This is an optimization exercise on Yosys and OpenROAD, whose aim is small area, a short achievable clock period and few clock cycles per item, not a production implementation. Only simulation tests tie the RTL to the original design; equivalence was not proved.

== before ==
Design wrapped_angle_slew_tracker, start of the top module:
module wrapped_angle_slew_tracker
(
	input  wire logic                  clk,
	input  wire logic                  arst_n,
	input  wire logic                  cfg_valid,
	output      logic                  cfg_ready,
	input  wire logic [wast_pkg::CFG_IDX_W-1:0]  cfg_index,
	input  wire logic [wast_pkg::CFG_DATA_W-1:0] cfg_data,
	input  wire logic                  in_valid,
	output      logic                  in_ready,
	input  wire logic [wast_pkg::CMD_W-1:0]      cmd,
	input  wire logic [wast_pkg::ANGLE_W-1:0]    angle_in,
	input  wire logic [wast_pkg::TIME_W-1:0]     elapsed_time,
	output      logic                  out_valid,
	input  wire logic                  out_ready,
	output      logic [wast_pkg::ANGLE_W-1:0]    current_angle,
	output      logic [wast_pkg::ANGLE_W-1:0]    target_angle
);
Settings: LEC_CHECK=0, ABC_AREA=1, CAP_MARGIN=20, CORE_MARGIN=2, CORE_UTILIZATION=58, SETUP_SLACK_MARGIN=5, SLEW_MARGIN=20; clock period 11.0 ns.
standard.sh (not shown) runs the stock make flow with config.mk's settings and CLKGATE_MAP_FILE= SYNTH_SCRIPT=/design/flow/synth_recipe.tcl, a recipe that flattens the netlist after the stock synthesis.
==> flow/flow/run.sh <==
#!/bin/bash
# Standard layout, with one netlist clean-up between synthesis and floorplan:
# flow/faopt.py removes inverters around full adders by flipping the polarity
# of full adders (a full adder is self-dual), without changing the logic.
set -euo pipefail
R="$PWD/orfs/results/${FLOW_PLATFORM}/wrapped_angle_slew_tracker/base"
bash standard.sh synth > synth.log 2>&1
python3 flow/faopt.py "$R/1_2_yosys.v" "$R/1_2_yosys.faopt.v" > faopt.log 2>&1
grep -c "sky130_fd_sc_hd__inv" "$R/1_2_yosys.v" "$R/1_2_yosys.faopt.v" >> faopt.log 2>&1 || true
cp "$R/1_2_yosys.v" "$R/1_2_yosys.standard.v"
mv "$R/1_2_yosys.faopt.v" "$R/1_2_yosys.v"
bash standard.sh > layout.log 2>&1
Other scripts of this flow, unchanged in this note and not shown: flow/flow/faopt.py
before: no failed stages, no open violations at the end
Testbench counts of before, summed over its fixed seeds: cycles 2,424, items 2,400.
diff inputs: before => after
--- a/flow/design.v
+++ b/flow/design.v
@@ -113,51 +113,56 @@
 		if (in_ready) begin
 			c0_q <= cmd;
 			t0_q <= (cmd == wast_pkg::CMD_TICK) ? elapsed_time : angle_f;
 		end
 		if (s1_load) begin
 			c1_q  <= c0_q;
 			g1_q  <= {(gd[31:28] != '0) ? 4'hF : gd[27:24], gd[23:0]};
 			l1_q  <= (c0_q == wast_pkg::CMD_TICK) ? lim_sat : t0_q;
 			gz1_q <= (gain_q == '0) || (t0_q == '0);
 		end
 	end
 	always_comb begin
-		logic [16:0] t;
-		if (dneg_q) begin
-			t = {1'b0, goal_q} + {2'b00, dmag_q};
-			cur_c = (t >= FULL17) ? 16'(t - FULL17) : t[15:0];
-		end else begin
-			t = {1'b0, goal_q} - {2'b00, dmag_q};
-			cur_c = t[16] ? 16'(t + FULL17) : t[15:0];
-		end
+		logic signed [17:0] g, d, p, pw, q, qw;
+		g  = $signed({2'b00, goal_q});
+		d  = $signed({3'b000, dmag_q});
+		p  = g + d;
+		pw = g + d - $signed({1'b0, FULL17});
+		q  = g - d;
+		qw = g - d + $signed({1'b0, FULL17});
+		if (dneg_q)
+			cur_c = pw[17] ? p[15:0] : pw[15:0];
+		else
+			cur_c = q[17] ? qw[15:0] : q[15:0];
 	end
 	assign current_angle = cur_c;
 	assign target_angle  = goal_q;
 	logic [14:0] zmask;
 	logic [23:0] lor;
 	logic        rnd;
 	logic [43:0] q_s, q_c;
 	logic [19:0] sh, ch;
 	logic        q_lo_co;
 	logic        cin;
 	logic [19:0] ad, al, a12;
 	logic [19:0] sd1, cd1, sl1, cl1, s121, c121;
 	logic [19:0] yd, yl, y12;
 	logic        sneg;
 	logic        lo, hi;
 	logic [16:0] r_l, r_13;
 	logic [14:0] tk_mag;
 	logic        tk_neg;
 	logic [15:0] gz_t;
+	logic [14:0] gz_w;
+	logic        d_lt13;
 	logic        use_m;
 	logic [14:0] v_m;
 	logic [5:0][23:0] lp;
 	always_comb begin
 		lp[0] = g1_q[23:0];
 		for (int l = 0; l < 5; l++)
 			for (int i = 0; i < 24; i++)
 				lp[l+1][i] = ((i >> l) & 1) ? (lp[l][i] | lp[l][((i >> l) << l) - 1]) : lp[l][i];
 		lor = lp[5];
 		for (int i = 0; i < 15; i++)
 			zmask[i] = lor[23-i];
 	end
@@ -181,31 +186,33 @@
 	wast_add20 u_add_12 (.a(s121), .b({c121[18:0], ~rnd}), .ci(cin), .s(y12), .co());
 	always_comb begin
 		logic sel_m, sel_l;
 		logic [14:0] v_m, v_l, v_13;
 		hi   = yl[19];
 		lo   = !y12[19];
 		sneg = dneg_q && !gz1_q && (dmag_q != '0);
 		r_l  = {2'b00, dmag_q} - {1'b0, l1_q};
 		r_13 = {2'b00, dmag_q} - 17'd13;
 		sel_m = !hi && !lo;
 		sel_l = hi && (sneg || !lo);
 		v_l  = r_l[16]  ? 15'd0 : r_l[14:0];
-		v_13 = r_13[16] ? 15'd0 : r_13[14:0];
+		d_lt13 = (dmag_q < 15'd13);
+		v_13 = d_lt13 ? 15'd0 : r_13[14:0];
 		gz_t = {1'b0, dmag_q} + 16'd13;
-		if (dneg_q && gz1_q && !r_13[16]) begin
-			if ({1'b0, gz_t} > HALF17) begin
-				tk_mag = 15'(FULL17 - {1'b0, gz_t});
+		gz_w = 15'(16'd46067 - {1'b0, dmag_q});
+		if (dneg_q && gz1_q && !d_lt13) begin
+			if (dmag_q > 15'd23027) begin
+				tk_mag = gz_w;
 				tk_neg = 1'b0;
-			end else if ({1'b0, gz_t} == HALF17) begin
+			end else if (dmag_q == 15'd23027) begin
 				tk_mag = 15'(HALF17);
 				tk_neg = (goal_q < wast_pkg::HALF_TURN);
 			end else begin
 				tk_mag = gz_t[14:0];
 				tk_neg = 1'b1;
 			end
 			use_m = 1'b0;
 		end else begin
 			tk_mag = sel_l ? v_l : v_13;
 			tk_neg = dneg_q;
 			use_m  = sel_m;
 		end
==> comparison <==
Total stage count of the critical path of after exceeds that of before by more than 10%. Sequential cell area share delta (before -> after): insignificant. after ended with every stage complete and zero timing, DRC or antenna violations. Going from before to after, design area comparable; area after synthesis went down; number of inverters outside the clock class in the layout went down by 36; ratio of routed vias to standard cells moved up. Tapcell count ends up lower on after. after — hold slack 0.066 ns lower, before as reference. Diff before -> after | final period utilization | decrease of 0.40 points.
Testbench counts of after, summed over its fixed seeds: cycles 2,424, items 2,400.

-- port drivers added, routing unchanged --
No port has a modelled driver above. Below, the same layouts with a new extraction and two added sets of constraints.
Step 1 assumes that a clkbuf_16 drives the clock port and a buf_2 every other input.
Step 2 times the ports against the registers' clock, not the clock port: input delays grow and output delays shrink by t, the midpoint of the rising clock arrivals with the driver on.
a / b / c = ideal ports / drivers / drivers and shift; a / b = the first two.
run	shift t [ns]	setup slack, ns	worst setup path at the end	clock arrival spread, ns	pins driven straight from the clock port
before	0.568	4.530 / 4.530 / 4.530	register to register	0.032 / 0.031	1
after	0.573	4.574 / 4.574 / 4.574	register to register	0.018 / 0.017	1
After both steps every run listed still meets setup and hold.
